Source: an optimization exercise on an open RTL-to-GDS flow (aim: small area). Production flows keep margins and buffers that such runs may drop. Only simulation tests tie the RTL to the original design; equivalence was not proved. Power and IR drop assume default switching activity.

== job 5247 ==
Design matrix_stream_host, start of the top module:
module matrix_stream_host #(
    parameter int DATA_W  = 16,
    parameter int ACC_W   = 32,
    parameter int N       = 4,
    parameter int TIMEOUT = 1024
) (
    input  logic                        clk,
    input  logic                        rst,
    input  logic                        start,
    output logic                        busy,
    output logic                        done,
    output logic                        tlast_err,
    output logic                        timeout,
    output logic                        accel_start,
    input  logic                        ld_we,
    input  logic [$clog2(2*N*N)-1:0]    ld_addr,
    input  logic [DATA_W-1:0]           ld_data,
    input  logic [$clog2(N*N)-1:0]      rd_addr,
    output logic [ACC_W-1:0]            rd_data,
    output logic                        m_axis_tvalid,
    output logic [DATA_W-1:0]           m_axis_tdata,
    input  logic                        m_axis_tready,
    input  logic                        s_axis_tvalid,
    input  logic [ACC_W-1:0]            s_axis_tdata,
    input  logic                        s_axis_tlast,
    output logic                        s_axis_tready
);
  ...
For scale: ~40000 um2 of cells after synthesis.
clock: 7.0 ns
lec_check: 0
cap_margin: 20
core_margin: 2
core_utilization: 60
gpl_timing_driven: 0
slew_margin: 20
standard.sh (not shown) runs the stock make flow with config.mk's settings and CLKGATE_MAP_FILE= SYNTH_SCRIPT=/design/flow/synth_recipe.tcl, a recipe that flattens the netlist after the stock synthesis.
==> flow/flow/run.sh <==
#!/bin/bash
set -o pipefail
export CTS_ARGS="-sink_clustering_enable -repair_clock_nets -dont_use_dummy_load -sink_clustering_size 16 -sink_clustering_max_diameter 60 -buf_list {sky130_fd_sc_hd__clkbuf_4 sky130_fd_sc_hd__clkbuf_8}"
export REMOVE_ABC_BUFFERS=1
export BUFFER_PORTS_ARGS="-buffer_cell sky130_fd_sc_hd__buf_1"
cp standard.sh standard_sh.txt
bash standard.sh > standard.log 2>&1
Job 5247 finished every stage and its layout cleared the timing, DRC and antenna checks.
diff inputs: job 5247 => job 6307
- CAP_MARGIN changed from 20 to 5
- SLEW_MARGIN changed from 20 to 5
- GPL_TIMING_DRIVEN removed (was 0)
Notes after the runs:
From job 6307 to job 5247, synthesized cell count did not move at all.
[compare] base=job 5247 new=job 6307: die area about even; final HPWL from detailed placement shrank by about 9%.
Edits applied to the flow inputs when going from job 6307 to job 6127:
- changing SLEW_MARGIN from 5 to 20
- setting CTS_BUF_LIST to sky130_fd_sc_hd__clkbuf_4 sky130_fd_sc_hd__clkbuf_8 for the first time
- changing CAP_MARGIN from 5 to 20
Job 6127: done, clean on timing, DRC and antenna. Cmp job 6127 and job 6307 / final hold slack / higher: job 6307. Re final worst setup slack: job 6127 is 0.32 ns up on job 6307. Sort job 6127 and job 6307 by share of the final layout cell area in sequential cells, descending, and job 6307 comes first. Area: job 6127 vs job 6307 -> job 6127 larger. Comparing job 6127 with job 6307, the clock-buffer cell count came out essentially unchanged. Where maximum clock rate is concerned, job 6307 is outperformed by job 6127. Taking job 6307 as the reference point, the sequential power share of job 6127 falls by 0.2 points.

* * *

Another version of the RTL of matrix_stream_host (not shown whole).
Size: about 3600 cells after synthesis, ~1000 flip-flops.
export LEC_CHECK = 0
export CAP_MARGIN = 10
export CORE_MARGIN = 2
export CORE_UTILIZATION = 60
export SLEW_MARGIN = 10
create_clock -name core_clock -period 7.0 [get_ports {clk}]
==> flow/flow/run.sh <==
#!/bin/bash
# The standard layout (standard synthesis unchanged), with:
# - CTS dummy loads disabled and explicit sink clustering,
# - minimum-size port buffers,
# - synthesis (ABC) buffers removed at floorplan.
# Each tool's output goes to the ORFS logs; make's output to standard.log.
set -o pipefail
export CTS_ARGS="-sink_clustering_enable -repair_clock_nets -dont_use_dummy_load -sink_clustering_size 16 -sink_clustering_max_diameter 60 -buf_list {sky130_fd_sc_hd__clkbuf_4 sky130_fd_sc_hd__clkbuf_8}"
export REMOVE_ABC_BUFFERS=1
export BUFFER_PORTS_ARGS="-buffer_cell sky130_fd_sc_hd__buf_1"
bash standard.sh > standard.log 2>&1
The first run completed without violations.
Next try:
--- a/flow/config.mk
+++ b/flow/config.mk
@@ -10,0 +11 @@
+export GPL_ROUTABILITY_DRIVEN = 0
Result:
- The new run completed and failed the layout checks on capacitance limit, slew limit
- utilization is lower by 0.14 points
- via count fell slightly
- non-clock buffer count goes down by 11
- routed wire length fell slightly
- setup slack loses 0.050 ns
- clock-buffer cell count fell by 1
- die area stays the same
- design area is about the same
- worst hold slack barely changes
- critical path depth does not change
- synthesized area is unchanged
Next try:
--- a/flow/flow/run.sh
+++ b/flow/flow/run.sh
@@ -5,2 +5 @@
-# - synthesis (ABC) buffers removed at floorplan.
-# Each tool's output goes to the ORFS logs; make's output to standard.log.
+# - synthesis (ABC) buffers removed at floorplan,
@@ -11 +10,2 @@
-bash standard.sh > standard.log 2>&1
+bash standard.sh place > standard_place.log 2>&1
+bash standard.sh SLEW_MARGIN=30 CAP_MARGIN=30 finish > standard.log 2>&1
What happened: This time the run completed without violations. Via count went down by 0.59%. Utilization came out higher by 0.25 points. Power is about the same. Critical path depth is unchanged. Cell area rose by 0.38%.
Next try:
==> flow/flow/run.sh (replaced) <==
#!/bin/bash
set -o pipefail
here=$(pwd)
bash standard.sh synth > standard_synth.log 2>&1
export CTS_ARGS="-sink_clustering_enable -repair_clock_nets -dont_use_dummy_load -sink_clustering_size 16 -sink_clustering_max_diameter 60 -buf_list {sky130_fd_sc_hd__clkbuf_4 sky130_fd_sc_hd__clkbuf_8}"
export REMOVE_ABC_BUFFERS=1
export BUFFER_PORTS_ARGS="-buffer_cell sky130_fd_sc_hd__buf_1"
for s in GLOBAL_PLACE RESIZE GLOBAL_ROUTE; do export PRE_${s}_TCL=$here/flow/hooks.tcl; done
bash standard.sh > standard.log 2>&1
==> flow/flow/hooks.tcl (new file) <==
# Keep placement/route repair on the small buffers.
set_dont_use [get_lib_cells {sky130_fd_sc_hd__buf_4 sky130_fd_sc_hd__buf_6 sky130_fd_sc_hd__buf_8 sky130_fd_sc_hd__buf_12 sky130_fd_sc_hd__buf_16 sky130_fd_sc_hd__bufbuf_* sky130_fd_sc_hd__clkdlybuf4* sky130_fd_sc_hd__dlygate* sky130_fd_sc_hd__dlymetal* sky130_fd_sc_hd__clkbuf_4 sky130_fd_sc_hd__clkbuf_8 sky130_fd_sc_hd__clkbuf_16}]
--- a/flow/config.mk
+++ b/flow/config.mk
@@ -10,2 +10 @@
-export CORE_UTILIZATION = 60
-export GPL_ROUTABILITY_DRIVEN = 0
+export CORE_UTILIZATION = 70
The changed run completed, yet does not pass: capacitance limit, slew limit.
Power barely changes.
Worst hold slack gains 0.0033 ns.
Clock power stays flat.
Design area falls by 1.0%.
Maximum frequency falls by 7.1%.
Clock skew rises by 0.0066 ns.

==> re-timing with driven ports <==
In the flow no input, the clock included, has a driving cell. The finished layouts below were timed again as built, in two steps. Step 1 sets driving cells, clkbuf_16 on the clock port and buf_2 on the other inputs (assumed; they add their load-dependent delay and slew). Step 2 moves the port delays by t, midway between the first and last clock arrival at a register: inputs arrive t later, outputs are due t later. That takes back most of the time a late clock gives input paths. a / b / c = ideal ports / drivers / drivers and shift; a / b = the first two.
run	shift t [ns]	setup WS [ns]	hold WS [ns]	worst setup path after step 2	slew at the worst register clock pin (ns)
job 5247	0.768	0.600 / 0.512 / 0.512	0.452 / 0.452 / 0.452	input to output	0.11 / 0.11
job 6307	0.774	1.104 / 1.045 / 1.045	0.451 / 0.451 / 0.451	input to output	0.11 / 0.11
job 6127	0.777	1.424 / 1.368 / 1.368	0.447 / 0.447 / 0.447	input to output	0.11 / 0.11
the first run of note 2	0.778	0.945 / 0.874 / 1.463	0.485 / 0.485 / 0.485	input to output	0.11 / 0.11
the second run of note 2	0.772	0.896 / 0.828 / 1.424	0.483 / 0.483 / 0.483	input to output	0.11 / 0.11
the third run of note 2	0.765	0.990 / 0.923 / 1.433	0.484 / 0.484 / 0.484	input to output	0.11 / 0.11
the fourth run of note 2	0.774	0.528 / 0.460 / 1.211	0.487 / 0.483 / 0.487	input to output	0.11 / 0.11
The setup slack of job 5247, which loses most, moves by -0.088 ns with the drivers and by -0.088 ns with both steps.
